What follows belongs to an exercise in optimizing a design on an open flow for a short achievable clock period and few clock cycles per item; a production flow would make more cautious choices.
Where RTL was checked, it was by simulation tests only, not by an equivalence proof against the original.
Function not checked in run 6: the RTL went through the layout flow alone.
The clock port is modelled as an ideal driver; clocking choices that lean on that would not hold on a real chip.
No activity file was given, so power comes from the tool's default toggle rates.

### flow/config.mk
export PLATFORM = sky130hd
export DESIGN_NAME = rx_capture_burst_writer
export DESIGN_NICKNAME = rx_capture_burst_writer
export VERILOG_FILES = /design/flow/design.v
export SDC_FILE = /design/flow/constraint.sdc
export NUM_CORES = 4
export LEC_CHECK = 0
export ABC_CLOCK_PERIOD_IN_PS = 2000
export CAP_MARGIN = 20
export CORE_MARGIN = 2
export CORE_UTILIZATION = 40
export CTS_CLUSTER_DIAMETER = 80
export CTS_CLUSTER_SIZE = 20
export SETUP_SLACK_MARGIN = 3.6
export SLEW_MARGIN = 20
export TNS_END_PERCENT = 100
### flow/standard.sh
#!/bin/bash
# synth_recipe.tcl (not shown) runs the flow's synth.tcl, then flattens the netlist and writes it again
# the make line also repeats each setting of config.mk as NAME=value (left out here)
make -C /OpenROAD-flow-scripts/flow DESIGN_CONFIG=/design/flow/config.mk WORK_HOME=/design/flow/orfs CLKGATE_MAP_FILE= SYNTH_SCRIPT=/design/flow/synth_recipe.tcl "${@:-finish}"
### flow/flow/drop_root.tcl
set block [ord::get_db_block]
set port_net [[$block findBTerm clk_clk] getNet]
set port_loads [$port_net getITerms]
if {[llength $port_loads] == 1} {
  set root [[lindex $port_loads 0] getInst]
  set master [[$root getMaster] getName]
  set out_net ""
  foreach it [$root getITerms] {
    if {[$it isOutputSignal]} { set out_net [$it getNet] }
  }
  if {[string match "sky130_fd_sc_hd__clkbuf_*" $master] && $out_net ne ""} {
    set sinks {}
    set all_bufs 1
    foreach it [$out_net getITerms] {
      if {[$it getInst] eq $root} { continue }
      lappend sinks $it
      if {![string match "sky130_fd_sc_hd__clkbuf_*" [[[$it getInst] getMaster] getName]]} {
        set all_bufs 0
      }
    }
    if {[llength $sinks] >= 1 && [llength $sinks] <= 4 && $all_bufs} {
      foreach it $sinks {
        $it disconnect
        $it connect $port_net
      }
      puts "drop_root: removed [$root getName], port drives [llength $sinks] buffers"
      odb::dbInst_destroy $root
      odb::dbNet_destroy $out_net
    } else {
      puts "drop_root: root [$root getName] drives [llength $sinks] sinks, kept"
    }
  }
}
### flow/design.v
package rx_cap_pkg;
  typedef enum logic [1:0] {
    IDLE,
    ARM,
    BURST,
    FLUSH
  } state_t;
  localparam int CNT_W = 16;
  function automatic logic [CNT_W-1:0] sat_inc(
    input logic [CNT_W-1:0] v
  );
    sat_inc = (&v) ? v : v + 1'b1;
  endfunction
endpackage
module rx_cap_fifo #(
  parameter int DEPTH = 10,
  parameter int WIDTH = 32
) (
  input  logic             clk,
  input  logic             rst_n,
  input  logic             push,
  input  logic [WIDTH-1:0] wdata,
  input  logic             pop,
  output logic [WIDTH-1:0] rdata
);
  logic [WIDTH-1:0] mem [DEPTH];
  logic [DEPTH-1:0] wp;
  logic [DEPTH-1:0] rp;
  always_ff @(posedge clk) begin
    for (int i = 0; i < DEPTH; i++)
      if (wp[i]) mem[i] <= wdata;
  end
  always_comb begin
    rdata = '0;
    for (int i = 0; i < DEPTH; i++)
      rdata = rdata | (mem[i] & {WIDTH{rp[i]}});
  end
  always_ff @(posedge clk or negedge rst_n) begin
    if (!rst_n) begin
      wp <= DEPTH'(1);
      rp <= DEPTH'(1);
    end else begin
      if (push) wp <= {wp[DEPTH-2:0], wp[DEPTH-1]};
      if (pop)  rp <= {rp[DEPTH-2:0], rp[DEPTH-1]};
    end
  end
endmodule
module rx_capture_burst_writer #(
  parameter int SAMPLE_W   = 16,
  parameter int CHANNELS   = 2,
  parameter int ADDR_W     = 32,
  parameter int BURST_LEN  = 8,
  parameter int FIFO_DEPTH = 10,
  localparam int DATA_W    = SAMPLE_W * CHANNELS,
  localparam int BC_W      = $clog2(BURST_LEN) + 1
) (
  input  logic              clk_clk,
  input  logic              reset_reset_n,
  input  logic              start,
  input  logic              stop,
  input  logic [ADDR_W-1:0] cfg_base,
  input  logic [ADDR_W-1:0] cfg_words,
  input  logic              in_valid,
  output logic              in_ready,
  input  logic [DATA_W-1:0] in_data,
  output logic [ADDR_W-1:0] avm_address,
  output logic              avm_write,
  output logic [DATA_W-1:0] avm_writedata,
  output logic [BC_W-1:0]   avm_burstcount,
  input  logic              avm_waitrequest,
  output logic              busy,
  output logic [ADDR_W-1:0] wr_ptr,
  output logic [rx_cap_pkg::CNT_W-1:0]  wrap_count,
  output logic              overflow,
  output logic [rx_cap_pkg::CNT_W-1:0]  drop_count
);
  localparam int BSH = $clog2(DATA_W / 8);
  localparam int WA  = ADDR_W - BSH;
  localparam int LW  = $clog2(BURST_LEN);
  localparam int CW  = 8;                    
  localparam int PC  = ADDR_W / CW;          
  localparam int AC  = (WA + CW - 1) / CW;   
  logic              idle;         
  logic              rdy_n;        
  logic              wr_n;         
  logic              wr_last;      
  logic              wr_mid;       
  logic [ADDR_W-1:0] addr_n;       
  logic [BC_W-1:0]   bc_n;         
  logic              enabled;      
  logic              stop_pend;    
  logic [FIFO_DEPTH-1:0] fill;     
  logic              grp;          
  logic [LW-1:0]     part;         
  logic              p7;           
  logic              sp_nz;        
  logic              sp_done;      
  logic              is_idle;      
  logic              is_last;      
  logic              ld_go;        
  logic              grp_next;
  logic              sp_nz_next;
  logic [BC_W-1:0]   beats_left;   
  logic [WA-1:0]     base_w;       
  logic [BSH-1:0]    base_lo;      
  logic [ADDR_W-1:0] words_q;
  logic [ADDR_W-1:0] words_m2;     
  logic              m2_borrow;    
  logic              words_one;    
  logic              wrap_nx;      
  logic [WA-1:0]     waddr;        
  logic [AC*CW-1:0] wa_pad;       
  logic [AC*CW-1:0] wa_pad_nx;
  logic [AC-1:0]     wa_ff;        
  logic [AC-1:0]     base_ff;      
  logic [AC-1:0]     wa_m1;        
  logic [AC-1:0]     wa_inc;       
  logic [PC-1:0]     p_ff;         
  logic [PC-1:0]     p_m1;         
  logic [PC-1:0]     p_inc;        
  logic [AC-1:0]     cfg_ff;       
  logic              wc_ff0;       
  logic              wc_ff1;       
  logic [DATA_W-1:0] head;
  logic              start_ev;
  logic              push;
  logic              beat;
  logic              slot;
  logic              full;
  logic              issue;
  logic              load;
  logic              next_write;
  logic              done;
  logic              fill_ok;
  logic [BC_W-1:0]   len;
  logic              len_one;
  logic [ADDR_W-1:0] addr_new;
  logic [WA-1:0]     waddr_next;   
  logic [ADDR_W-1:0] ptr_inc;      
  logic [LW-1:0]     part_next;
  logic              cur_last_next;
  logic              stop_pend_next;
  assign overflow   = 1'b0;
  assign drop_count = '0;
  assign start_ev   = start & idle;
  assign push       = in_valid & ~rdy_n;
  assign beat       = ~wr_n & ~avm_waitrequest;
  assign slot       = wr_n | (wr_last & ~avm_waitrequest);
  assign full       = grp;
  assign issue      = is_idle | (is_last & ~avm_waitrequest);
  assign load       = is_idle | (ld_go & ~avm_waitrequest);
  assign next_write = is_idle | wr_mid | (avm_waitrequest ? wr_last : is_last);
  assign done       = sp_done & slot;
  assign len        = full ? BC_W'(BURST_LEN) : BC_W'(part);
  assign len_one    = ~grp & (part == LW'(1));
  always_comb begin
    for (int k = 0; k < AC; k++) begin
      wa_inc[k]  = (k == 0) ? 1'b1 : wa_inc[k-1] & wa_ff[k-1];
      wa_m1[k]   = 1'b1;
      base_ff[k] = 1'b1;
      cfg_ff[k]  = 1'b1;
    end
    for (int i = 0; i < WA; i++) begin
      wa_m1[i/CW]   = wa_m1[i/CW] & (waddr[i] == (i % CW != 0));
      base_ff[i/CW] = base_ff[i/CW] & base_w[i];
      cfg_ff[i/CW]  = cfg_ff[i/CW] & cfg_base[i+BSH];
    end
    for (int k = 0; k < PC; k++) begin
      p_inc[k] = (k == 0) ? 1'b1 : p_inc[k-1] & p_ff[k-1];
      p_m1[k]  = 1'b1;
    end
    for (int i = 0; i < ADDR_W; i++)
      p_m1[i/CW] = p_m1[i/CW] & (wr_ptr[i] == (i % CW != 0));
  end
  always_comb begin
    wa_pad     = {{(AC*CW-WA){1'b0}}, waddr};
    wa_pad_nx  = wa_pad;
    ptr_inc    = wr_ptr;
    for (int k = 0; k < AC; k++)
      if (wa_inc[k])
        wa_pad_nx[k*CW +: CW] = wa_pad[k*CW +: CW] + 1'b1;
    waddr_next = wa_pad_nx[WA-1:0];
    for (int k = 0; k < PC; k++)
      if (p_inc[k])
        ptr_inc[k*CW +: CW] = wr_ptr[k*CW +: CW] + 1'b1;
    if (wrap_nx) begin
      waddr_next = base_w;
      ptr_inc    = '0;
    end
  end
  assign addr_new   = {(wr_n ? waddr : waddr_next), base_lo};
  always_comb begin
    if (push & ~load)      fill_ok = ~fill[FIFO_DEPTH-3];
    else if (~push & load) fill_ok = 1'b1;
    else                   fill_ok = ~fill[FIFO_DEPTH-2];
  end
  always_comb begin
    if (issue & ~full) part_next = '0;
    else if (push)     part_next = part + 1'b1;
    else               part_next = part;
  end
  logic p6;
  logic p7_next;
  assign p6      = (part == LW'(BURST_LEN - 2));
  assign p7_next = ~(issue & ~full) & (push ? p6 : p7);
  logic carry;
  assign carry   = push & p7;
  always_comb begin
    if (issue)     cur_last_next = len_one;
    else if (beat) cur_last_next = (beats_left == BC_W'(2));
    else           cur_last_next = wr_last;
  end
  assign stop_pend_next = (stop_pend | (stop & ~idle)) & ~done;
  assign grp_next       = (grp & ~slot) | carry;
  assign sp_nz_next     = stop_pend_next & (part_next != '0);
  rx_cap_fifo #(
    .DEPTH (FIFO_DEPTH),
    .WIDTH (DATA_W)
  ) u_fifo (
    .clk   (clk_clk),
    .rst_n (reset_reset_n),
    .push  (push),
    .wdata (in_data),
    .pop   (load),
    .rdata (head)
  );
  always_ff @(posedge clk_clk or negedge reset_reset_n) begin
    if (!reset_reset_n) begin
      busy       <= 1'b0;
      idle       <= 1'b1;
      enabled    <= 1'b0;
      in_ready   <= 1'b0;
      rdy_n      <= 1'b1;
      avm_write  <= 1'b0;
      wr_n       <= 1'b1;
      wr_last    <= 1'b0;
      wr_mid     <= 1'b0;
      stop_pend  <= 1'b0;
      fill       <= '0;
      grp        <= 1'b0;
      part       <= '0;
      p7         <= 1'b0;
      sp_nz      <= 1'b0;
      sp_done    <= 1'b0;
      is_idle    <= 1'b0;
      is_last    <= 1'b0;
      ld_go      <= 1'b0;
      beats_left <= '0;
    end else begin
      busy      <= start_ev | (~idle & ~done);
      idle      <= ~start_ev & (idle | done);
      enabled   <= start_ev | (enabled & ~stop);
      in_ready  <= start_ev | (enabled & ~stop & fill_ok);
      rdy_n     <= ~start_ev & ~(enabled & ~stop & fill_ok);
      avm_write <= next_write;
      wr_n      <= ~next_write;
      wr_last   <= next_write & cur_last_next;
      wr_mid    <= next_write & ~cur_last_next;
      stop_pend <= stop_pend_next;
      if (push & ~load)      fill <= {fill[FIFO_DEPTH-2:0], 1'b1};
      else if (~push & load) fill <= {1'b0, fill[FIFO_DEPTH-1:1]};
      grp       <= grp_next;
      part      <= part_next;
      p7        <= p7_next;
      sp_nz     <= sp_nz_next;
      sp_done   <= stop_pend_next & ~grp_next & (part_next == '0);
      is_idle   <= ~next_write & (grp_next | sp_nz_next);
      is_last   <= next_write & cur_last_next & (grp_next | sp_nz_next);
      ld_go     <= next_write & (~cur_last_next | grp_next | sp_nz_next);
      if (issue)     beats_left <= len;
      else if (beat) beats_left <= beats_left - 1'b1;
    end
  end
  always_ff @(posedge clk_clk or negedge reset_reset_n) begin
    if (!reset_reset_n) begin
      avm_writedata <= '0;
    end else if (!next_write) begin
      avm_writedata <= '0;
    end else if (load) begin
      avm_writedata <= head;
    end
  end
  always_ff @(posedge clk_clk) begin
    if (issue) begin
      bc_n   <= ~len;
      addr_n <= ~addr_new;
    end
    avm_burstcount <= issue ? len : ~bc_n;
    avm_address    <= issue ? addr_new : ~addr_n;
  end
  always_ff @(posedge clk_clk) begin
    {m2_borrow, words_m2[ADDR_W/2-1:0]} <= {1'b0, words_q[ADDR_W/2-1:0]} - (ADDR_W/2+1)'(2);
    words_m2[ADDR_W-1:ADDR_W/2] <= words_q[ADDR_W-1:ADDR_W/2] - (ADDR_W/2)'(m2_borrow);
    if (idle) begin
      base_w    <= cfg_base[ADDR_W-1:BSH];
      base_lo   <= cfg_base[BSH-1:0];
      words_q   <= cfg_words;
      words_one <= (cfg_words == ADDR_W'(1));
      wrap_nx   <= (cfg_words == ADDR_W'(1));
      waddr     <= cfg_base[ADDR_W-1:BSH];
      wa_ff     <= cfg_ff;
    end else if (beat) begin
      waddr   <= waddr_next;
      wa_ff   <= wrap_nx ? base_ff : ((wa_inc & wa_m1) | (~wa_inc & wa_ff));
      wrap_nx <= wrap_nx ? words_one : (wr_ptr == words_m2);
    end
  end
  always_ff @(posedge clk_clk or negedge reset_reset_n) begin
    if (!reset_reset_n) begin
      wr_ptr     <= '0;
      p_ff       <= '0;
      wrap_count <= '0;
      wc_ff0     <= 1'b0;
      wc_ff1     <= 1'b0;
    end else if (start_ev) begin
      wr_ptr     <= '0;
      p_ff       <= '0;
      wrap_count <= '0;
      wc_ff0     <= 1'b0;
      wc_ff1     <= 1'b0;
    end else if (beat) begin
      wr_ptr <= ptr_inc;
      p_ff   <= wrap_nx ? '0 : ((p_inc & p_m1) | (~p_inc & p_ff));
      if (wrap_nx && !(wc_ff0 && wc_ff1)) begin
        wrap_count[7:0] <= wrap_count[7:0] + 1'b1;
        wc_ff0          <= (wrap_count[7:0] == 8'hFE);
        if (wc_ff0) begin
          wrap_count[15:8] <= wrap_count[15:8] + 1'b1;
          wc_ff1           <= (wrap_count[15:8] == 8'hFE);
        end
      end
    end
  end
endmodule
### flow/flow/run.sh
#!/bin/bash
set -euo pipefail
export POST_CTS_TCL="$PWD/flow/drop_root.tcl"
bash standard.sh > standard_make.log 2>&1
### flow/constraint.sdc
create_clock -name core_clock -period 5.5 [get_ports {clk_clk}]
set_input_delay 1.1000 -clock core_clock [delete_from_list [all_inputs] [get_ports {clk_clk}]]
set_output_delay 1.1000 -clock core_clock [all_outputs]
set_load 0.01 [all_outputs]
==> out/qor.yml, run 1 <==
worst_pin_slew_ps: 1040
die_area_um2: 68400
yosys_most_used_dff: "edfxtp_1"
dr.pass1.iters: 5
wl_per_cell_um: 22.7
fin_tns_setup_ps: 0
post-route-min-period_ps: 2100
drt_wl_total_um: 72100
netlist_top_cells_count: "edfxtp_1, nand2_1, nor2_1"
ys_async_sr_fraction: 0.208
worstPathRequired_ps: 4400
cp.depth: 1
clk_latency_ps: 410
avgSynthCellArea_um2: 13.4
grt.met2_usage: 0.332
clk_pin_slew_worst_paths_ps: 90
synth_top_cell_by_area: "edfxtp_1"
worstPathArrival_ps: 1000
setup_violations: 0
ys_seq_area_frac: 0.697
place_hpwl_um: 39700
fin_hold_ws_ps: 370
synthesis.area_um2: 26500
syn_to_final_growth_pct: 22.7
r2r_cells: 6
finalCritPeriodShare: 0.381
gr-total-overflow: 0
ys_ff_latch: 662
slew_viol_final: 0
power.density_nw_per_um2: 433
io-pin-count: 238
die_x_um: 262
r2r_setup_slack_ps: 3590
outcome: "complete, no violations"
drive_gt1_frac: 0.224
rsz0062_at_grt: "yes"
syn_inst: 1974
synth_area_leaders: "edfxtp_1, dfrtp_1, dfxtp_1"
ir_drop_v: 0.000298
path_delay_family: "flip-flops"
slew_headroom: 0.304
rr_endpoint: "wrap_nx"
grt_max_degree: 101
synth_top_area_share: 0.515
io_buffers: 220
cp_slowest_cell: "dfrtp_2"
grt_pass1_wl_um: 103000
vias: 17500
worstHoldStart: "words_q[0]"
gp_congestion: 0.835
grt_antenna_before_repair: 2
worst_setup_path_start_kind: "flip-flop"
nets: 2416
crit_fanout: 2
hold_viol_final: 0
grt_pass1_vias: 16800
synth_edf_count: 455
yosysUniqueCellTypes: 69
cp_num_buf_inv: 1
hold_class: "flip-flop to flip-flop"
detail-route-antenna-nets: 0
drv_cap: 0
cts_tree: "built"
clock_sinks: 662
startpoint: "wr_ptr[17]"
dp_cells: 2972
yosysWarnings: 3
critPathMaxStageDelay_ps: 450
use_met3: 0.0294
fmax_ghz: 0.477
grt.met1_usage: 0.269
reg2reg_from: "wr_ptr[4]"
skew_ps: 21.6
critPathCaptureType: "output port"
start_util: 0.404
final_cells: 3183
synth_most_common_cell: "edfxtp_1"
criticalPathCategory: "flip-flop to output port"
grt_usage: 0.197
cp_cell_sequence: "buf_6"
core_um2: 65700
die_y_um: 262
endpoint: "wr_ptr[17]"
drt_iter0_drc: 1395
drc: 0
leakagePower_nw: 12.1
fp-row-count: 94
vias_per_cell: 5.50
top_usage_layer: "met2"
-- sequential cells by signal, indices dropped and copies added, names as in the netlist, 2 cells and up, named ones only --
| register | cells |
|---|---|
| addr_n | 32 |
| avm_address | 32 |
| avm_burstcount | 4 |
| avm_writedata | 32 |
| base_lo | 2 |
| base_w | 30 |
| bc_n | 4 |
| beats_left | 4 |
| fill | 10 |
| p_ff | 3 |
| part | 3 |
| u_fifo.mem | 320 |
| u_fifo.rp | 10 |
| u_fifo.wp | 10 |
| waddr | 30 |
| words_m2 | 32 |
| words_q | 32 |
| wr_ptr | 32 |
| wrap_count | 16 |
-- cell usage in the layout (no fill, tap or decap), types with 11 or more instances in the layout --
cell type / n
a21oi_1: 40
a221oi_1: 35
a22o_1: 37
a22oi_1: 98
buf_12: 11
buf_2: 42
buf_4: 118
buf_6: 96
clkbuf_1: 24
clkbuf_16: 42
clkbuf_2: 16
clkdlybuf4s50_1: 61
conb_1: 17
dfrtp_1: 92
dfrtp_2: 38
dfxtp_1: 47
dfxtp_2: 22
edfxtp_1: 455
ha_1: 26
inv_1: 32
mux2_2: 13
mux2i_1: 57
nand2_1: 166
nand3_1: 34
nand4_1: 67
nor2_1: 141
nor2b_1: 11
nor3_1: 26
nor3_2: 12
o21a_1: 11
o21ai_0: 78
o21ai_1: 28
or3_1: 12
xnor2_1: 27
xor2_1: 74
-- where the power goes --
group          internal, mW  switching (mW)  total (mW)  leakage (nW)
Combinational          1.82            2.33        4.15          5.00
Clock                  1.39            1.62        3.02         0.566
Sequential             6.31           0.618        6.93          6.51
-- per-layer routing --
metal  up-vias  routed length [um]
li1       7987                   -
met1      8911               30600
met2       525               35800
met3        78                4200
met4         4                1450
met5         -                  26
-- area by class of cell --
class / count / area (um^2)
Tap cell: 864 / 1080
Multi-Input combinational cell: 1170 / 7950
Timing Repair inverter: 3 / 28.8
Sequential cell: 662 / 18600
Antenna cell: 1 / 2.50
Clock inverter: 8 / 88.8
Timing Repair Buffer: 372 / 3490
Fill cell: 5713 / 33200
Inverter: 38 / 219
Clock buffer: 65 / 1090
-- per-stage QoR --
| step | setup slack, ps | util | instance area, um^2 | power (mW) |
|---|---|---|---|---|
| 6_report | 3400 | 0.495 | 32500 | 14.1 |
| 5_1_grt | 3370 | 0.495 | 32500 | 14.8 |
| 3_5_place_dp | 1410 | 0.452 | 29700 | 10.4 |
| 3_3_place_gp | 1490 | 0.452 | 29700 | 10.3 |
| 2_1_floorplan | 3290 | - | 26900 | 9.00 |
-- worst min-delay path by stage --
stage,end,depth (start not counted)
floorplan,words_m2[0],0
global route,words_m2[0],0
detailed placement,words_m2[0],0
finish,words_m2[0],0
global placement,words_m2[0],0
-- cells by family (layout without fill, tap and decap cells) --
kind of cell	count (synthesis)	in the layout	synth area share
other	1	18	0.000141
multiplexers	72	72	0.0278
XOR/XNOR	101	101	0.0333
AO/OA/AOI/OAI	391	391	0.101
AND/OR/NAND/NOR	557	561	0.100
adder cells (fa/ha/maj)	28	28	0.0132
buffers and inverters	162	486	0.0265
flip-flops	662	662	0.697
Testbench counts, summed over its fixed seeds: cycles 19,975, samples 19,015.
==> inputs of run 2 (changes only) <==
--- a/flow/config.mk
+++ b/flow/config.mk
@@ -11,6 +11,7 @@
 export CORE_UTILIZATION = 40
 export CTS_CLUSTER_DIAMETER = 80
 export CTS_CLUSTER_SIZE = 20
+export PLACE_DENSITY = 0.8
 export SETUP_SLACK_MARGIN = 3.6
 export SLEW_MARGIN = 20
 export TNS_END_PERCENT = 100
==> out/qor.yml, run 2 <==
worstPathRequired_ps: 4400  # about the same
yosys_most_used_dff: "edfxtp_1"
p_sw_mw: 4.49  # -1.9%
start_util: 0.404  # unchanged
die_y_um: 262  # unchanged
synthXorXnorAreaFrac: 0.0333  # unchanged
setup_violations: 0  # unchanged
hold_path_depth: 0  # unchanged
power_mw: 14.2  # +0.48%
detail-route-antenna-nets: 0  # unchanged
syn_inst: 1974  # unchanged
crit_fanout: 2  # unchanged
slew_viol_final: 0  # unchanged
final_common_cell: "edfxtp_1"
wl_per_cell_um: 22.2  # -1.8%
drc: 0  # unchanged
drt_wl_total_um: 70800  # -1.8%
comb_power_share: 0.288  # -0.006
ys_async_sr_fraction: 0.208  # unchanged
clk_latency_ps: 400  # about the same
vias: 18200  # +3.9%
clock_sinks: 662  # unchanged
synth_top_area_share: 0.515  # unchanged
hold_class: "flip-flop to flip-flop"
drive_gt1_frac: 0.228  # +0.00378
synth_area_leaders: "edfxtp_1, dfrtp_1, dfxtp_1"
reg2reg_from: "wr_n"
yosysWarnings: 3  # unchanged
grt_usage: 0.197  # -0.000575
grt_pass1_vias: 17800  # +6.0%
fp-row-count: 94  # unchanged
synth_top_cell_by_area: "edfxtp_1"
power.density_nw_per_um2: 433  # about the same
outcome: "complete, no violations"
place_hpwl_um: 39300  # -0.98%
drv_cap: 0  # unchanged
fmax_ghz: 0.477  # about the same
grt_pass1_wl_um: 104000  # +1.0%
core_um2: 65700  # unchanged
die_x_um: 262  # unchanged
vias_per_cell: 5.71  # +3.8%
cts_tree: "built"
synthesis.area_um2: 26500  # unchanged
pwr-share-clk: 0.221  # +0.007
critPathCaptureType: "output port"
ir_drop_v: 0.000346  # +16%
p_int_mw: 9.67  # +1.6%
largest_reg_flops: 320  # unchanged
clk_pin_slew_worst_paths_ps: 80  # about the same
avgSynthCellArea_um2: 13.4  # unchanged
synth_compound_area_frac: 0.101  # unchanged
cp_slowest_cell: "dfrtp_2"
synth-simple-area-share: 0.100  # unchanged
r2r_cells: 7  # +1
skew_ps: 23.3  # +1.75 ps
ys_ff_latch: 662  # unchanged
grt_antenna_before_repair: 5  # +3
design_area_um2: 32700  # +0.48%
cp_num_buf_inv: 1  # unchanged
fillers: 5371  # -6.0%
gr-total-overflow: 0  # unchanged
synth_adder_area_share: 0.0132  # unchanged
worst_setup_path_start_kind: "flip-flop"
path_delay_family: "flip-flops"
leakagePower_nw: 12.1  # +0.37%
grt_max_degree: 82  # -19%
finalCritPeriodShare: 0.381  # about the same
layout_common_cells: "edfxtp_1, nand2_1, nor2_1, buf_4, a22oi_1"
cp.depth: 1  # unchanged
post-route-min-period_ps: 2100  # -0.760 ps
syn_to_final_growth_pct: 23.3
p_seq_frac: 0.490  # -0.002
cp_cell_sequence: "buf_6"
r2r_setup_slack_ps: 3540  # -50 ps
die_area_um2: 68400  # unchanged
rsz0062_at_grt: "yes"
ys_seq_area_frac: 0.697  # unchanged
critPathMaxStageDelay_ps: 460  # about the same
worstHoldStart: "words_q[0]"
fin_tns_setup_ps: 0  # unchanged
post-route-util: 0.497  # +0.00238
yosysUniqueCellTypes: 69  # unchanged
io-pin-count: 238  # unchanged
worstPathArrival_ps: 1000  # about the same
slew_headroom: 0.287  # -0.0167
fin_hold_ws_ps: 369  # -0.850 ps
synth.area.mux_share: 0.0278  # unchanged
gp_congestion: 0.870  # +4.2%
top_register: "u_fifo.mem"
place_area_um2: 29700  # about the same
worst_pin_slew_ps: 1070  # +25.1 ps
nets: 2416  # unchanged
netlist_top_cells_count: "edfxtp_1, nand2_1, nor2_1"
drt_iter0_drc: 1997  # +43%
dr.pass1.iters: 7  # +2
hold_viol_final: 0  # unchanged
sw_frac_of_total: 0.317  # -0.00765
synth_most_common_cell: "edfxtp_1"
synth_edf_count: 455  # unchanged
criticalPathCategory: "flip-flop to output port"
synth_top_family_by_area: "compound AO/OA/AOI/OAI gates"
io_buffers: 220  # unchanged
startpoint: "wr_ptr[17]"
run 2: cell counts after synthesis:
No cell type changed its count.
run 2: metrics by stage:
step / setup slack (ps) / std cells
after floorplan: 3290 / 1990
after global placement: 2030 / 2968
after detailed placement: 1930 / 2968
after global routing: 3370 / 3184
final: 3400 / 3185
run 2: power by group through the flow:
stage                     combinational (mW)  clock (mW)  sequential [mW]
after floorplan                         2.03           0             6.97
after global placement                  3.17           0             7.05
after detailed placement                3.27           0             7.08
after global routing                    4.43        3.33             7.01
final                                   4.08        3.14             6.94
run 2: cells by family after synthesis:
family / Yosys count
DFF: 662
adders and majority gates: 28
and+or+nand+nor: 557
xor gates and xnor gates: 101
other: 1
AOI/OAI and AO/OA: 391
buffers and inverters: 162
muxes: 72
run 2: metal layers:
| metal | routed length (um) | global-route usage | part of all wire | up-vias |
|---|---|---|---|---|
| li1 | - | - | - | 8006 |
| met1 | 26000 | 0.242 | 0.37 | 8962 |
| met2 | 35900 | 0.345 | 0.51 | 1031 |
| met3 | 6370 | 0.0384 | 0.090 | 184 |
| met4 | 2510 | 0.0688 | 0.035 | 6 |
| met5 | 46 | 0 | 0.00065 | - |
run 2: final timing paths:
| check | to |
|---|---|
| max in group asynchronous | u_fifo.wp[0] |
| hold reg to reg | words_m2[0] |
| hold / removal | words_m2[0] |
| min in group asynchronous | wr_ptr[24] |
| setup / recovery | wr_ptr[17] |
| setup reg to reg | wr_ptr[27] |
run 2: final cells by class:
| class | count | area, um^2 | area share |
|---|---|---|---|
| Clock buffer | 66 | 1120 | 0.0342 |
| Timing Repair Buffer | 376 | 3600 | 0.110 |
| Antenna cell | 2 | 5.00 | 0.000153 |
| Tap cell | 864 | 1080 | 0.0331 |
| Multi-Input combinational cell | 1168 | 7950 | 0.243 |
| Clock inverter | 9 | 145 | 0.00444 |
| Inverter | 38 | 199 | 0.00608 |
| Sequential cell | 662 | 18600 | 0.569 |
==> inputs of run 3 (changes only) <==
--- a/flow/config.mk
+++ b/flow/config.mk
@@ -11,7 +11,7 @@
 export CORE_UTILIZATION = 40
 export CTS_CLUSTER_DIAMETER = 80
 export CTS_CLUSTER_SIZE = 20
-export PLACE_DENSITY = 0.8
+export PLACE_DENSITY = 0.45
 export SETUP_SLACK_MARGIN = 3.6
 export SLEW_MARGIN = 20
 export TNS_END_PERCENT = 100
==> out/qor.yml, run 3 <==
largest_reg_flops: 320  # unchanged
synth_adder_area_share: 0.0132  # unchanged
criticalPathCategory: "flip-flop to output port"
slew_viol_final: 0  # unchanged
synth_top_area_share: 0.515  # unchanged
top_register: "u_fifo.mem"
yosys_most_used_dff: "edfxtp_1"
crit_fanout: 2  # unchanged
synth_top_family_by_area: "compound AO/OA/AOI/OAI gates"
synth-simple-area-share: 0.100  # unchanged
final_common_cell: "edfxtp_1"
diodes: 0  # -2
wl_per_cell_um: 23.5  # +5.8%
worst_pin_slew_ps: 1100  # +30.4 ps
die_y_um: 262  # unchanged
vias: 17300  # -5.1%
clk_latency_ps: 420  # +20 ps
grt.met1_usage: 0.292  # +0.0501
worst_setup_path_start_kind: "flip-flop"
ys_async_sr_fraction: 0.208  # unchanged
path_delay_family: "flip-flops"
critPathMaxStageDelay_ps: 460  # about the same
ys_ff_latch: 662  # unchanged
nets: 2422  # +0.25%
use_met3: 0.0233  # -0.0151
fmax_ghz: 0.479  # +0.36%
netlist_top_cells_count: "edfxtp_1, nand2_1, nor2_1"
synth_edf_count: 455  # unchanged
slew_headroom: 0.267  # -0.0203
start_util: 0.404  # unchanged
grt.met2_usage: 0.363  # +0.0180
drv_cap: 0  # unchanged
rr_endpoint: "wrap_nx"
r2r_setup_slack_ps: 3590  # +50 ps
yosysWarnings: 3  # unchanged
clock_sinks: 662  # unchanged
drt_wl_total_um: 75100  # +6.0%
grt_usage: 0.213  # +0.0158
layout_common_cells: "edfxtp_1, nand2_1, nor2_1, buf_4, a22oi_1"
place_hpwl_um: 41300  # +5.2%
r2r_cells: 6  # -1
leakagePower_nw: 12.1  # about the same
avgSynthCellArea_um2: 13.4  # unchanged
worstHoldStart: "words_q[0]"
die_x_um: 262  # unchanged
io-pin-count: 238  # unchanged
setup_violations: 0  # unchanged
worstPathArrival_ps: 990  # about the same
grt_pass1_wl_um: 109000  # +5.4%
ys_seq_area_frac: 0.697  # unchanged
synth.area.mux_share: 0.0278  # unchanged
startpoint: "wrap_count[1]"
place_area_um2: 29700  # +0.16%
die_area_um2: 68400  # unchanged
finalCritPeriodShare: 0.380  # -0.00138
gr-total-overflow: 0  # unchanged
top_usage_layer: "met2"
fin_hold_ws_ps: 343  # -26.0 ps
dp_cells: 2974  # +0.20%
rsz0062_at_grt: "yes"
synth_compound_area_frac: 0.101  # unchanged
synth_most_common_cell: "edfxtp_1"
yosysUniqueCellTypes: 69  # unchanged
grt_antenna_before_repair: 1  # -4
cp_slowest_cell: "dfrtp_2"
grt_max_degree: 84  # +2.4%
worstPathRequired_ps: 4400  # about the same
vias_per_cell: 5.41  # -5.3%
final_cells: 3190  # +0.16%
detail-route-antenna-nets: 0  # unchanged
design_area_um2: 32600  # -0.38%
dr.pass1.iters: 5  # -2
post-route-min-period_ps: 2090  # -7.59 ps
hold_path_depth: 0  # unchanged
cts_tree: "built"
fin_tns_setup_ps: 0  # unchanged
io_buffers: 220  # unchanged
hold_class: "flip-flop to flip-flop"
outcome: "complete, no violations"
core_um2: 65700  # unchanged
synthesis.area_um2: 26500  # unchanged
drt_iter0_drc: 1099  # -45%
synth_top_cell_by_area: "edfxtp_1"
clk_pin_slew_worst_paths_ps: 80  # about the same
reg2reg_from: "wr_ptr[4]"
whs_endpoint: "words_m2[0]"
synth_area_leaders: "edfxtp_1, dfrtp_1, dfxtp_1"
skew_ps: 24.0  # +0.688 ps
drive_gt1_frac: 0.227  # -0.00112
critPathCaptureType: "output port"
syn_to_final_growth_pct: 22.8
cp_num_buf_inv: 1  # unchanged
gp_congestion: 0.779  # -10%
synthXorXnorAreaFrac: 0.0333  # unchanged
ir_drop_v: 0.000267  # -23%
fp-row-count: 94  # unchanged
grt_pass1_vias: 17200  # -3.4%
power.density_nw_per_um2: 437  # +0.90%
hold_viol_final: 0  # unchanged
syn_inst: 1974  # unchanged
drc: 0  # unchanged
cp_cell_sequence: "buf_6"
run 3: cell counts after synthesis:
No cell type changed its count.
run 3: how the worst max path moves through the flow:
stage / end / cells past startpoint
detailed placement: in_ready / 7
global route: wr_ptr[2] / 1
finish: wrap_count[1] / 1
global placement: in_ready / 7
floorplan: wa_ff[0] / 5
run 3: kinds of logic after synthesis:
family,after synthesis
buffers and inverters,162
AND/OR/NAND/NOR,557
other,1
adder cells (fa/ha/maj),28
XOR/XNOR,101
AO/OA/AOI/OAI,391
multiplexers,72
flip-flops,662
run 3: cell type report:
type                    count  area [um^2]
clock buffers              61         1130
clock inverters            16          179
fillers                  5756        33200
inverters                  38          214
multi-input cells        1170         7930
flip-flops and latches    662        18600
well taps                 864         1080
repair buffers            375         3400
repair inverters            4         37.5
run 3: where the power goes:
group	switching, mW	internal (mW)	total (mW)
Clock	1.70	1.57	3.27
Combinational	2.32	1.73	4.05
Sequential	0.596	6.32	6.91
Total	4.62	9.62	14.2
run 3: worst reg2reg max path, delay by kind of cell (launching register included):
kind,cells,cell delay (ps)
buffers and inverters,1,170
AO/OA/AOI/OAI,1,230
flip-flops,1,440
AND/OR/NAND/NOR,3,690
XOR/XNOR,1,220
run 3: per-layer routing:
layer  wire [um]  part of all wire
met1       33300              0.44
met2       37200              0.50
met3        3150             0.042
met4        1470             0.020
met5          13           0.00017
run 3: per-stage QoR:
step	total power [mW]	utilization	setup slack, ps
after floorplan	9.00	-	3290
after global placement	10.4	0.452	1650
after detailed placement	10.4	0.452	1610
after global routing	15.0	0.496	3380
final	14.2	0.496	3410
==> inputs of run 4 (changes only) <==
--- a/flow/config.mk
+++ b/flow/config.mk
@@ -9,9 +9,8 @@
 export CAP_MARGIN = 20
 export CORE_MARGIN = 2
 export CORE_UTILIZATION = 40
-export CTS_CLUSTER_DIAMETER = 80
-export CTS_CLUSTER_SIZE = 20
-export PLACE_DENSITY = 0.45
+export CTS_CLUSTER_DIAMETER = 60
+export CTS_CLUSTER_SIZE = 14
 export SETUP_SLACK_MARGIN = 3.6
 export SLEW_MARGIN = 20
 export TNS_END_PERCENT = 100
==> out/qor.yml, run 4 <==
outcome: "complete, no violations"
dr.pass1.iters: 5  # unchanged
path_delay_family: "flip-flops"
pwr-share-clk: 0.258  # +0.028
slew_viol_final: 0  # unchanged
fillers: 5652  # -1.8%
place_hpwl_um: 39700  # -4.0%
power.density_nw_per_um2: 450  # +3.0%
drive_gt1_frac: 0.231  # +0.00413
drc: 0  # unchanged
drt_iter0_drc: 1293  # +18%
grt_usage: 0.198  # -0.0144
drv_cap: 0  # unchanged
layout_common_cells: "edfxtp_1, nand2_1, nor2_1, buf_4, a22oi_1"
gr-total-overflow: 0  # unchanged
core_um2: 65700  # unchanged
post-route-min-period_ps: 2150  # +59.2 ps
design_area_um2: 33300  # +2.1%
rsz0062_at_grt: "yes"
avgSynthCellArea_um2: 13.4  # unchanged
p_sw_mw: 4.80  # +3.9%
drt_wl_total_um: 72700  # -3.2%
ir_drop_v: 0.000297  # +11%
sw_frac_of_total: 0.320  # -0.00388
comb_power_share: 0.279  # -0.006
yosysWarnings: 3  # unchanged
vias_per_cell: 5.50  # +1.6%
hold_viol_final: 0  # unchanged
worst_setup_path_start_kind: "flip-flop"
top_register: "u_fifo.mem"
grt_antenna_before_repair: 2  # +1
ys_ff_latch: 662  # unchanged
worstPathArrival_ps: 1050  # +60 ps
worst_pin_slew_ps: 1030  # -74.8 ps
clk_pin_slew_worst_paths_ps: 70  # about the same
largest_reg_flops: 320  # unchanged
crit_fanout: 4  # +2
slew_headroom: 0.317  # +0.0499
syn_inst: 1974  # unchanged
yosys_most_used_dff: "edfxtp_1"
synth_most_common_cell: "edfxtp_1"
place_area_um2: 29700  # about the same
grt_max_degree: 101  # +20%
fmax_ghz: 0.465  # -2.8%
io-pin-count: 238  # unchanged
skew_ps: 69.5  # +45.4 ps
pre_cts_slack_ps: 1410  # -205 ps
post-route-util: 0.506  # +0.0106
netlist_top_cells_count: "edfxtp_1, nand2_1, nor2_1"
setup_violations: 0  # unchanged
cp_num_buf_inv: 1  # unchanged
synth_top_area_share: 0.515  # unchanged
vias: 17700  # +2.7%
nets: 2438  # +0.66%
ys_seq_area_frac: 0.697  # unchanged
worstPathRequired_ps: 4400  # about the same
criticalPathCategory: "flip-flop to output port"
finalCritPeriodShare: 0.391  # +0.0108
synth_top_cell_by_area: "edfxtp_1"
p_int_mw: 10.2  # +5.8%
die_y_um: 262  # unchanged
wl_per_cell_um: 22.6  # -4.2%
worst_slack_ps: 3350  # -59.2 ps
leakagePower_nw: 12.5  # +3.1%
yosysUniqueCellTypes: 69  # unchanged
die_area_um2: 68400  # unchanged
synthesis.area_um2: 26500  # unchanged
fp-row-count: 94  # unchanged
cp_cell_sequence: "buf_6"
cp_slowest_cell: "dfrtp_2"
critPathMaxStageDelay_ps: 450  # about the same
critPathCaptureType: "output port"
detail-route-antenna-nets: 0  # unchanged
grt_pass1_vias: 17000  # -0.84%
dp_cells: 2972  # -0.067%
synth_edf_count: 455  # unchanged
hold_class: "flip-flop to flip-flop"
ys_async_sr_fraction: 0.208  # unchanged
final_common_cell: "edfxtp_1"
synth_area_leaders: "edfxtp_1, dfrtp_1, dfxtp_1"
fin_tns_setup_ps: 0  # unchanged
io_buffers: 220  # unchanged
final_cells: 3223  # +1.0%
syn_to_final_growth_pct: 25.4
clk_latency_ps: 470  # +50 ps
grt_pass1_wl_um: 103000  # -5.6%
clock_sinks: 662  # unchanged
p_seq_frac: 0.463  # -0.023
start_util: 0.404  # unchanged
gp_congestion: 0.835  # +7.2%
die_x_um: 262  # unchanged
cts_tree: "built"
-- run 4: kinds of logic after synthesis --
kind of cell | Yosys count | synth area share
DFF | 662 | 0.697
and+or+nand+nor | 557 | 0.100
AOI/OAI and AO/OA | 391 | 0.101
buffers and inverters | 162 | 0.0265
xor gates and xnor gates | 101 | 0.0333
muxes | 72 | 0.0278
adders and majority gates | 28 | 0.0132
other | 1 | 0.000141
-- run 4: path summary, 6_finish.rpt --
path                                    endpoint  depth (start not counted)     startpoint  slack, ps
min in group asynchronous       avm_writedata[3]                          1  reset_reset_n        690
worst max register to register   avm_address[31]                          7       wa_ff[0]       3620
max in group asynchronous                  rdy_n                          2  reset_reset_n       3790
worst min register to register       words_m2[0]                          0     words_q[0]        360
worst max-delay path                   wr_ptr[4]                          1      wr_ptr[4]       3350
worst min-delay path                 words_m2[0]                          0     words_q[0]        360
-- run 4: per-stage QoR --
| stage | power [mW] | hold slack (ps) |
|---|---|---|
| final | 15.0 | 361 |
| after global routing | 15.7 | 365 |
| after detailed placement | 10.4 | 345 |
| after global placement | 10.3 | 349 |
| after floorplan | 9.00 | 323 |
-- run 4: cell type report --
cell class	instances	area, um^2	area share
multi-input combinational	1170	7960	0.239
clock buffer	95	1600	0.0480
tap	864	1080	0.0325
inverter	38	219	0.00658
timing repair inverter	3	28.8	0.000865
clock inverter	14	184	0.00553
antenna	1	2.50	0.0000752
sequential	662	18600	0.559
timing repair buffer	376	3610	0.108
-- run 4: power groups by stage --
stage	logic [mW]	registers [mW]	clock network [mW]
2_1_floorplan	2.03	6.97	0
3_3_place_gp	3.26	7.05	0
3_5_place_dp	3.34	7.07	0
5_1_grt	4.54	7.02	4.14
6_report	4.18	6.93	3.86
-- run 4: layer usage --
metal | share of wire | wire length, um | global-route usage | vias to the layer above
met2 | 0.49 | 35300 | 0.330 | 601
met4 | 0.026 | 1890 | 0.0576 | 4
met5 | 0.00022 | 16 | 0 | -
met1 | 0.42 | 30700 | 0.268 | 8934
li1 | - | - | - | 8056
met3 | 0.066 | 4770 | 0.0332 | 122
==> inputs of run 5 (changes only) <==
--- a/flow/config.mk
+++ b/flow/config.mk
@@ -9,8 +9,8 @@
 export CAP_MARGIN = 20
 export CORE_MARGIN = 2
 export CORE_UTILIZATION = 40
-export CTS_CLUSTER_DIAMETER = 60
-export CTS_CLUSTER_SIZE = 14
+export CTS_CLUSTER_DIAMETER = 100
+export CTS_CLUSTER_SIZE = 28
 export SETUP_SLACK_MARGIN = 3.6
 export SLEW_MARGIN = 20
 export TNS_END_PERCENT = 100
==> out/qor.yml, run 5 <==
cts_tree: "built"
m1WireLength_um: 30200  # -1.7%
synthesis.area_um2: 26500  # unchanged
crit_fanout: 2  # -2
dr.pass1.iters: 5  # unchanged
ys_ff_latch: 662  # unchanged
criticalPathCategory: "flip-flop to output port"
dp_cells: 2972  # unchanged
drt_wl_total_um: 70200  # -3.5%
hold_class: "flip-flop to flip-flop"
clock_sinks: 662  # unchanged
yosysUniqueCellTypes: 69  # unchanged
drc: 0  # unchanged
cp_slowest_cell: "dfrtp_1"
grt_antenna_before_repair: 2  # unchanged
worstPathArrival_ps: 1080  # +30 ps
skew_ps: 27.8  # -41.6 ps
die_x_um: 262  # unchanged
critPathCaptureType: "output port"
finalCritPeriodShare: 0.397  # +0.00660
leakagePower_nw: 11.9  # -5.0%
yosysWarnings: 3  # unchanged
ys_seq_area_frac: 0.697  # unchanged
drive_gt1_frac: 0.207  # -0.0240
ys_async_sr_fraction: 0.208  # unchanged
grt_pass1_vias: 16600  # -2.5%
worst_pin_slew_ps: 1000  # -24.0 ps
hold_viol_final: 0  # unchanged
final_cells: 3149  # -2.3%
rsz0062_at_grt: "yes"
gr-total-overflow: 0  # unchanged
post-route-min-period_ps: 2180  # +36.3 ps
final_common_cell: "edfxtp_1"
routed.top_layer: "met5"
io_buffers: 220  # unchanged
gp_congestion: 0.835  # unchanged
detail-route-antenna-nets: 0  # unchanged
yosys_most_used_dff: "edfxtp_1"
largest_reg_flops: 320  # unchanged
grt_pass1_wl_um: 102000  # -1.4%
synth_most_common_cell: "edfxtp_1"
core_um2: 65700  # unchanged
fin_tns_setup_ps: 0  # unchanged
synth_area_leaders: "edfxtp_1, dfrtp_1, dfxtp_1"
path_delay_family: "flip-flops"
place_hpwl_um: 39700  # unchanged
route.met2.wl_um: 34500  # -2.3%
synth_edf_count: 455  # unchanged
setup_violations: 0  # unchanged
nets: 2390  # -2.0%
synth_top_cell_by_area: "edfxtp_1"
layout_common_cells: "edfxtp_1, nand2_1, nor2_1, buf_4, a22oi_1"
cp_num_buf_inv: 1  # unchanged
vias: 17300  # -2.5%
netlist_top_cells_count: "edfxtp_1, nand2_1, nor2_1"
clk_latency_ps: 480  # about the same
start_util: 0.404  # unchanged
synth_top_area_share: 0.515  # unchanged
clk_pin_slew_worst_paths_ps: 110  # +40 ps
die_y_um: 262  # unchanged
worstPathRequired_ps: 4400  # about the same
fp-row-count: 94  # unchanged
fin_hold_ws_ps: 368  # +6.88 ps
die_area_um2: 68400  # unchanged
top_register: "u_fifo.mem"
io-pin-count: 238  # unchanged
slew_viol_final: 0  # unchanged
grt_max_degree: 101  # unchanged
routed-wl-met3_um: 4080  # -14%
syn_to_final_growth_pct: 20.7
syn_inst: 1974  # unchanged
slew_headroom: 0.333  # +0.0160
vias_per_cell: 5.49  # -0.20%
power.density_nw_per_um2: 419  # -6.8%
grt_usage: 0.195  # -0.00347
drt_iter0_drc: 1451  # +12%
cp_cell_sequence: "buf_2"
avgSynthCellArea_um2: 13.4  # unchanged
ir_drop_v: 0.000272  # -8.6%
wl_per_cell_um: 22.3  # -1.2%
critPathMaxStageDelay_ps: 440  # about the same
worst_setup_path_start_kind: "flip-flop"
fmax_ghz: 0.458  # -1.7%
outcome: "complete, no violations"
drv_cap: 0  # unchanged
-- run 5: cell counts after synthesis --
No cell type changed its count.
-- run 5: metal layers --
| metal | global-route usage | vias to the layer above |
|---|---|---|
| met5 | 0 | - |
| met4 | 0.0455 | 4 |
| met1 | 0.269 | 8747 |
| met3 | 0.0238 | 72 |
| met2 | 0.329 | 530 |
| li1 | - | 7922 |
-- run 5: final timing paths --
kind                             startpoint          endpoint  slack [ps]  depth (start not counted)
hold / removal                   words_q[0]       words_m2[0]         370                          0
max in group asynchronous     reset_reset_n              idle        3850                          2
setup reg to reg                  flip-flop   avm_address[31]        3640                          5
min in group asynchronous     reset_reset_n  avm_writedata[2]         670                          1
setup / recovery           avm_writedata[1]  avm_writedata[1]        3320                          1
hold reg to reg                  words_q[0]       words_m2[0]         370                          0
-- run 5: logic make-up after synthesis --
family,Yosys count,synth area share
multiplexers,72,0.0278
buffers and inverters,162,0.0265
XOR/XNOR,101,0.0333
AO/OA/AOI/OAI,391,0.101
adder cells (fa/ha/maj),28,0.0132
other,1,0.000141
AND/OR/NAND/NOR,557,0.100
flip-flops,662,0.697
-- run 5: final cells by class --
cell class / count / area (um^2)
clock inverters: 7 / 86.3
repair inverters: 2 / 17.5
diodes: 2 / 5.00
clock buffers: 46 / 800
multi-input cells: 1169 / 7880
inverters: 38 / 205
fillers: 5750 / 33700
flip-flops and latches: 662 / 18600
well taps: 864 / 1080
repair buffers: 359 / 3340
-- run 5: power breakdown --
| part | switching (mW) | internal, mW |
|---|---|---|
| Sequential | 0.595 | 6.31 |
| Clock | 1.54 | 1.04 |
| Combinational | 2.25 | 1.70 |
-- run 5: per-stage QoR --
step | power [mW] | util | cell area, um^2 | setup slack (ps)
after floorplan | 9.00 | - | 26900 | 3290
after global placement | 10.3 | 0.452 | 29700 | 1490
after detailed placement | 10.4 | 0.452 | 29700 | 1410
after global routing | 14.1 | 0.487 | 32000 | 3280
final | 13.4 | 0.487 | 32000 | 3320
==> inputs of run 6 (changes only) <==
--- a/flow/design.v
+++ b/flow/design.v
@@ -50,7 +50,7 @@
   parameter int CHANNELS   = 2,
   parameter int ADDR_W     = 32,
   parameter int BURST_LEN  = 8,
-  parameter int FIFO_DEPTH = 10,
+  parameter int FIFO_DEPTH = 9,
   localparam int DATA_W    = SAMPLE_W * CHANNELS,
   localparam int BC_W      = $clog2(BURST_LEN) + 1
 ) (
@@ -98,6 +98,10 @@
   logic              is_idle;      
   logic              is_last;      
   logic              ld_go;        
+  logic              c_idle;       
+  logic              c_last;       
+  logic              c_issue;      
+  logic              carry;
   logic              grp_next;
   logic              sp_nz_next;
   logic [BC_W-1:0]   beats_left;   
@@ -146,10 +150,11 @@
   assign push       = in_valid & ~rdy_n;
   assign beat       = ~wr_n & ~avm_waitrequest;
   assign slot       = wr_n | (wr_last & ~avm_waitrequest);
-  assign full       = grp;
-  assign issue      = is_idle | (is_last & ~avm_waitrequest);
-  assign load       = is_idle | (ld_go & ~avm_waitrequest);
-  assign next_write = is_idle | wr_mid | (avm_waitrequest ? wr_last : is_last);
+  assign full       = grp | carry;
+  assign c_issue    = in_valid & (c_idle | (c_last & ~avm_waitrequest));
+  assign issue      = is_idle | (is_last & ~avm_waitrequest) | c_issue;
+  assign load       = is_idle | (ld_go & ~avm_waitrequest) | c_issue;
+  assign next_write = is_idle | wr_mid | (avm_waitrequest ? wr_last : is_last) | c_issue;
   assign done       = sp_done & slot;
   assign len        = full ? BC_W'(BURST_LEN) : BC_W'(part);
   assign len_one    = ~grp & (part == LW'(1));
@@ -203,7 +208,6 @@
   logic p7_next;
   assign p6      = (part == LW'(BURST_LEN - 2));
   assign p7_next = ~(issue & ~full) & (push ? p6 : p7);
-  logic carry;
   assign carry   = push & p7;
   always_comb begin
     if (issue)     cur_last_next = len_one;
@@ -211,7 +215,7 @@
     else           cur_last_next = wr_last;
   end
   assign stop_pend_next = (stop_pend | (stop & ~idle)) & ~done;
-  assign grp_next       = (grp & ~slot) | carry;
+  assign grp_next       = full & ~slot;
   assign sp_nz_next     = stop_pend_next & (part_next != '0);
   rx_cap_fifo #(
     .DEPTH (FIFO_DEPTH),
@@ -245,6 +249,8 @@
       is_idle    <= 1'b0;
       is_last    <= 1'b0;
       ld_go      <= 1'b0;
+      c_idle     <= 1'b0;
+      c_last     <= 1'b0;
       beats_left <= '0;
     end else begin
       busy      <= start_ev | (~idle & ~done);
@@ -267,6 +273,8 @@
       is_idle   <= ~next_write & (grp_next | sp_nz_next);
       is_last   <= next_write & cur_last_next & (grp_next | sp_nz_next);
       ld_go     <= next_write & (~cur_last_next | grp_next | sp_nz_next);
+      c_idle    <= ~next_write & p7_next & (start_ev | (enabled & ~stop & fill_ok));
+      c_last    <= next_write & cur_last_next & p7_next & (start_ev | (enabled & ~stop & fill_ok));
       if (issue)     beats_left <= len;
       else if (beat) beats_left <= beats_left - 1'b1;
     end
--- a/flow/config.mk
+++ b/flow/config.mk
@@ -9,8 +9,8 @@
 export CAP_MARGIN = 20
 export CORE_MARGIN = 2
 export CORE_UTILIZATION = 40
-export CTS_CLUSTER_DIAMETER = 100
-export CTS_CLUSTER_SIZE = 28
+export CTS_CLUSTER_DIAMETER = 80
+export CTS_CLUSTER_SIZE = 20
 export SETUP_SLACK_MARGIN = 3.6
 export SLEW_MARGIN = 20
 export TNS_END_PERCENT = 100
==> out/qor.yml, run 6 <==
outcome: "complete, no violations"
dp_cells: 2847  # -4.2%
io-pin-count: 238  # unchanged
ys_async_sr_fraction: 0.218  # +0.00935
setup_violations: 0  # unchanged
ys_seq_area_frac: 0.695  # -0.00283
r2r_cells: 8  # +3
top_usage_layer: "met2"
path_delay_family: "buffers and inverters"
syn_to_final_growth_pct: 28.7
hold_viol_final: 0  # unchanged
die_area_um2: 65100  # -4.9%
netlist_top_cells_count: "edfxtp_1, nand2_1, dfrtp_1"
criticalPathCategory: "input pin to flip-flop"
final_common_cell: "edfxtp_1"
gp_congestion: 0.820  # -1.7%
synth_edf_count: 423  # -7.0%
grt_antenna_before_repair: 6  # +4
skew_ps: 19.9  # -7.94 ps
layout_common_cells: "edfxtp_1, nand2_1, buf_4, buf_6, dfrtp_1"
grt_pass1_vias: 16600  # -0.27%
cp_cell_sequence: "buf_8 -> a21oi_4 -> buf_6 -> nand3_4 -> a211oi_4 -> buf_6 -> buf_12 -> clkinv_16 -> o21ai_2 -> a21oi_1"
cp_num_buf_inv: 5  # +4
worst_slack_ps: 3390  # +77.6 ps
die_y_um: 255  # -2.5%
cp_slowest_cell: "a211oi_4"
wl_per_cell_um: 22.5  # +0.90%
final_cells: 3128  # -0.67%
top_register: "u_fifo.mem"
fillers: 5284  # -8.1%
drive_gt1_frac: 0.294  # +0.0870
fmax_ghz: 0.475  # +3.7%
nets: 2380  # -0.42%
start_util: 0.402  # -0.00154
clk_pin_slew_worst_paths_ps: 80  # -30 ps
place_area_um2: 28300  # -4.7%
pre_cts_slack_ps: 1570  # +165 ps
grt_usage: 0.201  # +0.00643
synth_area_leaders: "edfxtp_1, dfrtp_1, dfxtp_1"
critPathCaptureType: "flip-flop"
rr_endpoint: "wr_ptr[30]"
hold_class: "flip-flop to flip-flop"
slew_viol_final: 0  # unchanged
ys_ff_latch: 629  # -5.0%
fin_tns_setup_ps: 0  # unchanged
ir_drop_v: 0.000265  # -2.4%
vias_per_cell: 5.51  # +0.52%
drc: 0  # unchanged
critPathMaxStageDelay_ps: 230  # -210 ps
crit_fanout: 5  # +3
largest_reg_flops: 288  # -10%
io_buffers: 220  # unchanged
grt.met2_usage: 0.353  # +0.0246
drv_cap: 0  # unchanged
place_hpwl_um: 37500  # -5.4%
synth_most_common_cell: "edfxtp_1"
r2r_setup_slack_ps: 3490  # -150 ps
clock_sinks: 629  # -5.0%
reg2reg_from: "wr_n"
leakagePower_nw: 12.1  # +2.3%
rsz0062_at_grt: "yes"
grt.met1_usage: 0.261  # -0.00808
worstPathRequired_ps: 5760  # +1360 ps
vias: 17200  # -0.15%
fin_hold_ws_ps: 356  # -11.4 ps
drt_wl_total_um: 70300  # +0.23%
dr.pass1.iters: 7  # +2
worstHoldStart: "words_q[0]"
worst_setup_path_start_kind: "input pin"
grt_pass1_wl_um: 99800  # -2.0%
finalCritPeriodShare: 0.383  # -0.0141
clk_latency_ps: 410  # -70 ps
core_um2: 62700  # -4.6%
synthesis.area_um2: 25200  # -4.9%
syn_inst: 1869  # -5.3%
slew_headroom: 0.244  # -0.0889
yosys_most_used_dff: "edfxtp_1"
yosysWarnings: 3  # unchanged
grt_max_degree: 90  # -11%
power.density_nw_per_um2: 444  # +5.8%
worst_pin_slew_ps: 1130  # +133 ps
whs_endpoint: "words_m2[0]"
synth_top_area_share: 0.504  # -0.0113
post-route-min-period_ps: 2110  # -77.6 ps
die_x_um: 255  # -2.5%
hold_path_depth: 0  # unchanged
worstPathArrival_ps: 2370  # +1290 ps
yosysUniqueCellTypes: 73  # +5.8%
cts_tree: "built"
drt_iter0_drc: 1475  # +1.7%
fp-row-count: 92  # -2.1%
synth_top_cell_by_area: "edfxtp_1"
gr-total-overflow: 0  # unchanged
detail-route-antenna-nets: 0  # unchanged
avgSynthCellArea_um2: 13.5  # +0.40%
worst_path_most_repeated_cell: "buf_6"
use_met3: 0.0266  # +0.00284
design_area_um2: 32500  # +1.4%
==> run 6: kinds of logic after synthesis <==
logic type,count (synthesis),share of synthesized area
flops,629,0.695
simple gates,465,0.0888
compound gates,415,0.111
buf+inv,161,0.0283
xor+xnor,101,0.0351
mux,69,0.0281
fa+ha+maj,28,0.0139
other cells,1,0.000149
==> run 6: final cells by class <==
cell class	count	area, um^2	share of cell area
Sequential cell	629	17600	0.543
Multi-Input combinational cell	1099	8050	0.248
Timing Repair Buffer	441	4330	0.133
Clock buffer	62	1070	0.0330
Tap cell	846	1060	0.0326
Inverter	38	171	0.00528
Clock inverter	9	103	0.00316
Timing Repair inverter	3	57.6	0.00177
Antenna cell	1	2.50	0.0000771
==> run 6: report_power, final <==
group          internal (mW)  switching (mW)  total, mW
Clock                   1.39            1.58       2.97
Sequential              6.02           0.604       6.62
Combinational           2.23            2.59       4.81
Total                   9.63            4.77       14.4
==> run 6: worst max path at each step <==
stage / startpoint / endpoint / depth (start not counted)
global route: avm_waitrequest / c_idle / 9
detailed placement: avm_waitrequest / avm_writedata[31] / 7
floorplan: avm_waitrequest / c_idle / 11
global placement: avm_waitrequest / c_last / 7
finish: in_valid / avm_writedata[29] / 10
==> run 6: worst register-to-register path: stages (launching register included) <==
cell     delay [ps]
dfstp_4         650
buf_6           130
buf_16          120
nor2_4           60
o211a_4         290
buf_6           130
a21oi_4         180
o22ai_2         110
a32o_1          220
==> run 6: through the flow <==
step | util | total power, mW
final | 0.517 | 14.4
after detailed placement | 0.451 | 9.93
after global placement | 0.451 | 9.83
after global routing | 0.517 | 15.1
after floorplan | - | 8.66
==> run 6: routing by layer <==
layer | vias to the layer above | part of all wire | wire length [um]
met4 | 10 | 0.024 | 1680
li1 | 7813 | - | -
met3 | 114 | 0.063 | 4400
met1 | 8701 | 0.40 | 28300
met2 | 611 | 0.51 | 35800
met5 | - | 0.00092 | 65

[afterwards: timing with drivers on the ports]
In the flow no input, the clock included, has a driving cell. The finished layouts below were timed again as built, in two steps.
Step 1 assumes that a clkbuf_16 drives the clock port and a buf_2 every other input.
Step 2 adds t to the input delays and takes it off the output delays; t is the mean of the earliest and latest rising clock arrival at the registers after step 1. Input paths then give back, and output paths get back, about the clock's delay inside the block.
Slacks: ideal / step 1 / step 2; pairs: ideal / step 1.
run | t (ns) | slack for setup (ns) | worst slew at a driven data input, ns
run 1 | 0.524 | 3.402 / 3.277 / 3.026 | 0.11
run 2 | 0.514 | 3.403 / 3.285 / 2.941 | 0.11
run 3 | 0.522 | 3.411 / 3.292 / 3.022 | 0.14
run 4 | 0.558 | 3.351 / 3.234 / 2.953 | 0.15
run 5 | 0.546 | 3.315 / 3.235 / 3.055 | 0.10
run 6 | 0.512 | 3.393 / 3.281 / 2.891 | 0.12
After both steps setup and hold are still met in every run listed. For run 6, which loses most, drivers alone change the setup slack by -0.112 ns; drivers and shift together by -0.502 ns.
